Context: an optimization exercise on an open-source flow, tuned for small area, a short achievable clock period and few clock cycles per item. The choices shown serve that exercise and are no tape-out recipe. Where RTL was checked, it was by simulation tests only, not by an equivalence proof against the original.

Design tilt_orientation_qualifier_core, start of the top module:
module tilt_orientation_qualifier_core
(
    input  logic                   clk,
    input  logic                   rst_n,
    input  logic                   s_tvalid,
    output logic                   s_tready,
    input  logic [IN_TDATA_W-1:0]  s_tdata,    
    input  logic                   s_tuser,    
    output logic                   m_tvalid,
    input  logic                   m_tready,
    output logic [OUT_TDATA_W-1:0] m_tdata,    
    output logic                   m_tuser,    
    input  logic                   psel,
    input  logic                   penable,
    input  logic                   pwrite,
    input  logic [3:0]             paddr,
    input  logic [31:0]            pwdata,
    output logic [31:0]            prdata,
    output logic                   pready
);
    localparam int QD = 4;    
    tlt_pkg::tlt_cfg_t cfg_reg;
    logic [1:0]        rd_sel_reg;
    logic                    v0_reg;
    logic [TIME_W-1:0]       now0_reg;
    logic                    ok0_reg;
    logic [SAMPLE_WIDTH-2:0] pu0_reg;
    logic                    ps0_reg;
    logic [SAMPLE_WIDTH-2:0] nqu0_reg;
    logic                    nqs0_reg;
    logic                    sx0_reg;
    logic                    sy0_reg;
    logic                    ybig0_reg;
    logic                    zero0_reg;
    logic                    v1_reg;
    logic                    ok1_reg;
    logic [MT_NG-1:0]        grp_g1_reg;
    logic [MT_NG-1:0]        grp_p1_reg;
    logic                    top_x1_reg;
    tlt_pkg::tlt_class_t     cls0_1_reg;
    tlt_pkg::tlt_class_t     cls1_1_reg;
    logic [QD-1:0]           qv_reg;
    logic [3*QD-1:0]         qd_reg;    
    logic [QD:0]             qv_up;
    logic [3*QD+2:0]         qd_up;
    logic [QD-1:0]           qv_sh;
    logic [3*QD-1:0]         qd_sh;
    logic [QD-1:0]           q_put;
    logic [2:0]              cnt_reg;
    logic                    rdy_reg;
    logic                    accept;
    logic                    pop;
    logic                    cfg_wr;
    logic [SAMPLE_WIDTH-2:0] pu;
    logic                    ps;
    logic [SAMPLE_WIDTH-2:0] nqu;
    logic                    nqs;
    logic                    sx;
    logic                    sy;
    logic                    y_big;
  ...
Size in the first run: roughly 18000 µm² of cells after synthesis.
==> module tlt_classify_prep, before the edit <==
module tlt_classify_prep
(
    input  logic signed [SAMPLE_WIDTH-1:0] accel_x,
    input  logic signed [SAMPLE_WIDTH-1:0] accel_y,
    input  logic                           big_m,      
    output logic [SAMPLE_WIDTH-2:0]        pu,
    output logic                           ps,
    output logic [SAMPLE_WIDTH-2:0]        nqu,        
    output logic                           nqs,
    output logic                           sx,
    output logic                           sy,
    output logic                           y_big,      
    output logic                           both_zero
);
    logic [SAMPLE_WIDTH-2:0] ux;
    logic [SAMPLE_WIDTH-2:0] uy;
    logic [SAMPLE_WIDTH-2:0] fu;
    logic                    fs;
    logic [SAMPLE_WIDTH-2:0] su;
    logic                    ss;
    assign sx = accel_x[SAMPLE_WIDTH-1];
    assign sy = accel_y[SAMPLE_WIDTH-1];
    assign ux = accel_x[SAMPLE_WIDTH-2:0] ^ {(SAMPLE_WIDTH-1){sx}};
    assign uy = accel_y[SAMPLE_WIDTH-2:0] ^ {(SAMPLE_WIDTH-1){sy}};
    logic c_ge;
    logic c_add;
    tlt_carry #(SAMPLE_WIDTH-1) u_ge  (.a(accel_y[SAMPLE_WIDTH-2:0]), .b(~accel_x[SAMPLE_WIDTH-2:0]),
                                       .ci(1'b1), .co(c_ge));
    tlt_carry #(SAMPLE_WIDTH-1) u_add (.a(accel_y[SAMPLE_WIDTH-2:0]), .b(accel_x[SAMPLE_WIDTH-2:0]),
                                       .ci(1'b0), .co(c_add));
    assign y_big = (sx ^ sy) ? (c_add ^ sy) : (c_ge ^ sx);
    assign both_zero = (accel_x == '0) && (accel_y == '0);
    assign fu = big_m ? ux : uy;
    assign fs = big_m ? sx : sy;
    assign su = big_m ? uy : ux;
    assign ss = big_m ? sy : sx;
    assign pu = y_big ? fu : su;
    assign ps = y_big ? fs : ss;
    assign nqu = ~(y_big ? su : fu);
    assign nqs = ~(y_big ? ss : fs);
endmodule
clock: 10.5 ns
lec_check: 0
cap_margin: 20
core_margin: 2
core_utilization: 65
cts_cluster_diameter: 80
cts_cluster_size: 20
slew_margin: 20
synth_hierarchical: 1
standard.sh (not shown) runs the stock make flow with config.mk's settings and CLKGATE_MAP_FILE= SYNTH_SCRIPT=/design/flow/synth_recipe.tcl, a recipe that flattens the netlist after the stock synthesis.
==> flow/flow/run.sh <==
#!/bin/bash
# Standard layout, with plain buf_1 port buffers and timing repair aimed 6.4 ns
# below the clock period.
set -euo pipefail
bash standard.sh SETUP_SLACK_MARGIN=6.4 'BUFFER_PORTS_ARGS=-buffer_cell sky130_fd_sc_hd__buf_1' finish > standard_flow.log 2>&1
Testbench counts at the start, summed over its fixed seeds: cycles 16,024, items 16,000.
Then changed:
--- a/flow/design.v
+++ b/flow/design.v
@@ -621,10 +621,42 @@
 );
     logic c_top;
     tlt_carry #(MT_NG) u_top (.a(grp_g), .b(grp_g | grp_p), .ci(1'b0), .co(c_top));
     assign flag = top_x ^ c_top;
 endmodule
+module tlt_mag_order
+(
+    input  logic signed [SAMPLE_WIDTH-1:0] accel_x,
+    input  logic signed [SAMPLE_WIDTH-1:0] accel_y,
+    output logic                           y_big
+);
+    localparam int W = SAMPLE_WIDTH - 1;
+    logic [W:0] g_ge;
+    logic [W:0] p_ge;
+    logic [W:0] g_add;
+    logic [W:0] p_add;
+    logic       sx;
+    logic       sy;
+    assign sx = accel_x[W];
+    assign sy = accel_y[W];
+    always_comb
+    begin
+        g_ge  = {accel_y[W-1:0] & ~accel_x[W-1:0], 1'b1};
+        p_ge  = {accel_y[W-1:0] | ~accel_x[W-1:0], 1'b0};
+        g_add = {accel_y[W-1:0] & accel_x[W-1:0], 1'b0};
+        p_add = {accel_y[W-1:0] | accel_x[W-1:0], 1'b0};
+        for (int d = 1; d <= W; d = d * 2)
+            for (int i = W; i >= d; i--)
+            begin
+                g_ge[i]  = g_ge[i] | (p_ge[i] & g_ge[i-d]);
+                p_ge[i]  = p_ge[i] & p_ge[i-d];
+                g_add[i] = g_add[i] | (p_add[i] & g_add[i-d]);
+                p_add[i] = p_add[i] & p_add[i-d];
+            end
+    end
+    assign y_big = (sx ^ sy) ? (g_add[W] ^ sy) : (g_ge[W] ^ sx);
+endmodule
 module tlt_classify_prep
 (
     input  logic signed [SAMPLE_WIDTH-1:0] accel_x,
     input  logic signed [SAMPLE_WIDTH-1:0] accel_y,
     input  logic                           big_m,      
@@ -645,17 +677,15 @@
     logic                    ss;
     assign sx = accel_x[SAMPLE_WIDTH-1];
     assign sy = accel_y[SAMPLE_WIDTH-1];
     assign ux = accel_x[SAMPLE_WIDTH-2:0] ^ {(SAMPLE_WIDTH-1){sx}};
     assign uy = accel_y[SAMPLE_WIDTH-2:0] ^ {(SAMPLE_WIDTH-1){sy}};
-    logic c_ge;
-    logic c_add;
-    tlt_carry #(SAMPLE_WIDTH-1) u_ge  (.a(accel_y[SAMPLE_WIDTH-2:0]), .b(~accel_x[SAMPLE_WIDTH-2:0]),
-                                       .ci(1'b1), .co(c_ge));
-    tlt_carry #(SAMPLE_WIDTH-1) u_add (.a(accel_y[SAMPLE_WIDTH-2:0]), .b(accel_x[SAMPLE_WIDTH-2:0]),
-                                       .ci(1'b0), .co(c_add));
-    assign y_big = (sx ^ sy) ? (c_add ^ sy) : (c_ge ^ sx);
+    tlt_mag_order u_order (
+        .accel_x (accel_x),
+        .accel_y (accel_y),
+        .y_big   (y_big)
+    );
     assign both_zero = (accel_x == '0) && (accel_y == '0);
     assign fu = big_m ? ux : uy;
     assign fs = big_m ? sx : sy;
     assign su = big_m ? uy : ux;
     assign ss = big_m ? sy : sx;
Result:
- The new run produced a clean layout
- critical path depth decreases by 7
- register-to-register slack degrades by 0.02 ns
- sequential share of layout area is lower by 0.15 points
- cell count rises by about 1.1%
- setup slack loses 0.041 ns
- design area went up by about 0.4%
- flip-flop and latch count stays the same
- maximum frequency fell by 1.0%
- global-route usage went down by 0.48 points
The RTL of the second run of this note was laid out without a check of its function.

==> afterwards: timing with drivers on the ports <==
Ports are ideal in the flow. The routed layouts listed here were re-timed in OpenROAD.
Step 1 sets driving cells, clkbuf_16 on the clock port and buf_2 on the other inputs (assumed; they add their load-dependent delay and slew).
Step 2, shift: input delay + t, output delay - t, t = (earliest + latest rising clock arrival at the registers) / 2. This alone moves slack from input paths to output paths.
Three values: no drivers, after step 1, after step 2; two values: the first two.
| run | shift t [ns] | setup WS [ns] | hold slack, ns | worst setup path after step 2 | latest minus earliest clock arrival (ns) |
|---|---|---|---|---|---|
| the first run | 0.556 | 6.453 / 6.448 / 5.925 | 0.334 / 0.334 / 0.334 | input to register | 0.024 / 0.024 |
| the second run | 0.560 | 6.411 / 6.359 / 6.020 | 0.336 / 0.336 / 0.336 | input to register | 0.035 / 0.034 |
After both steps every run listed still meets setup and hold. For the first run, which loses most, drivers alone change the setup slack by -0.005 ns; drivers and shift together by -0.528 ns.
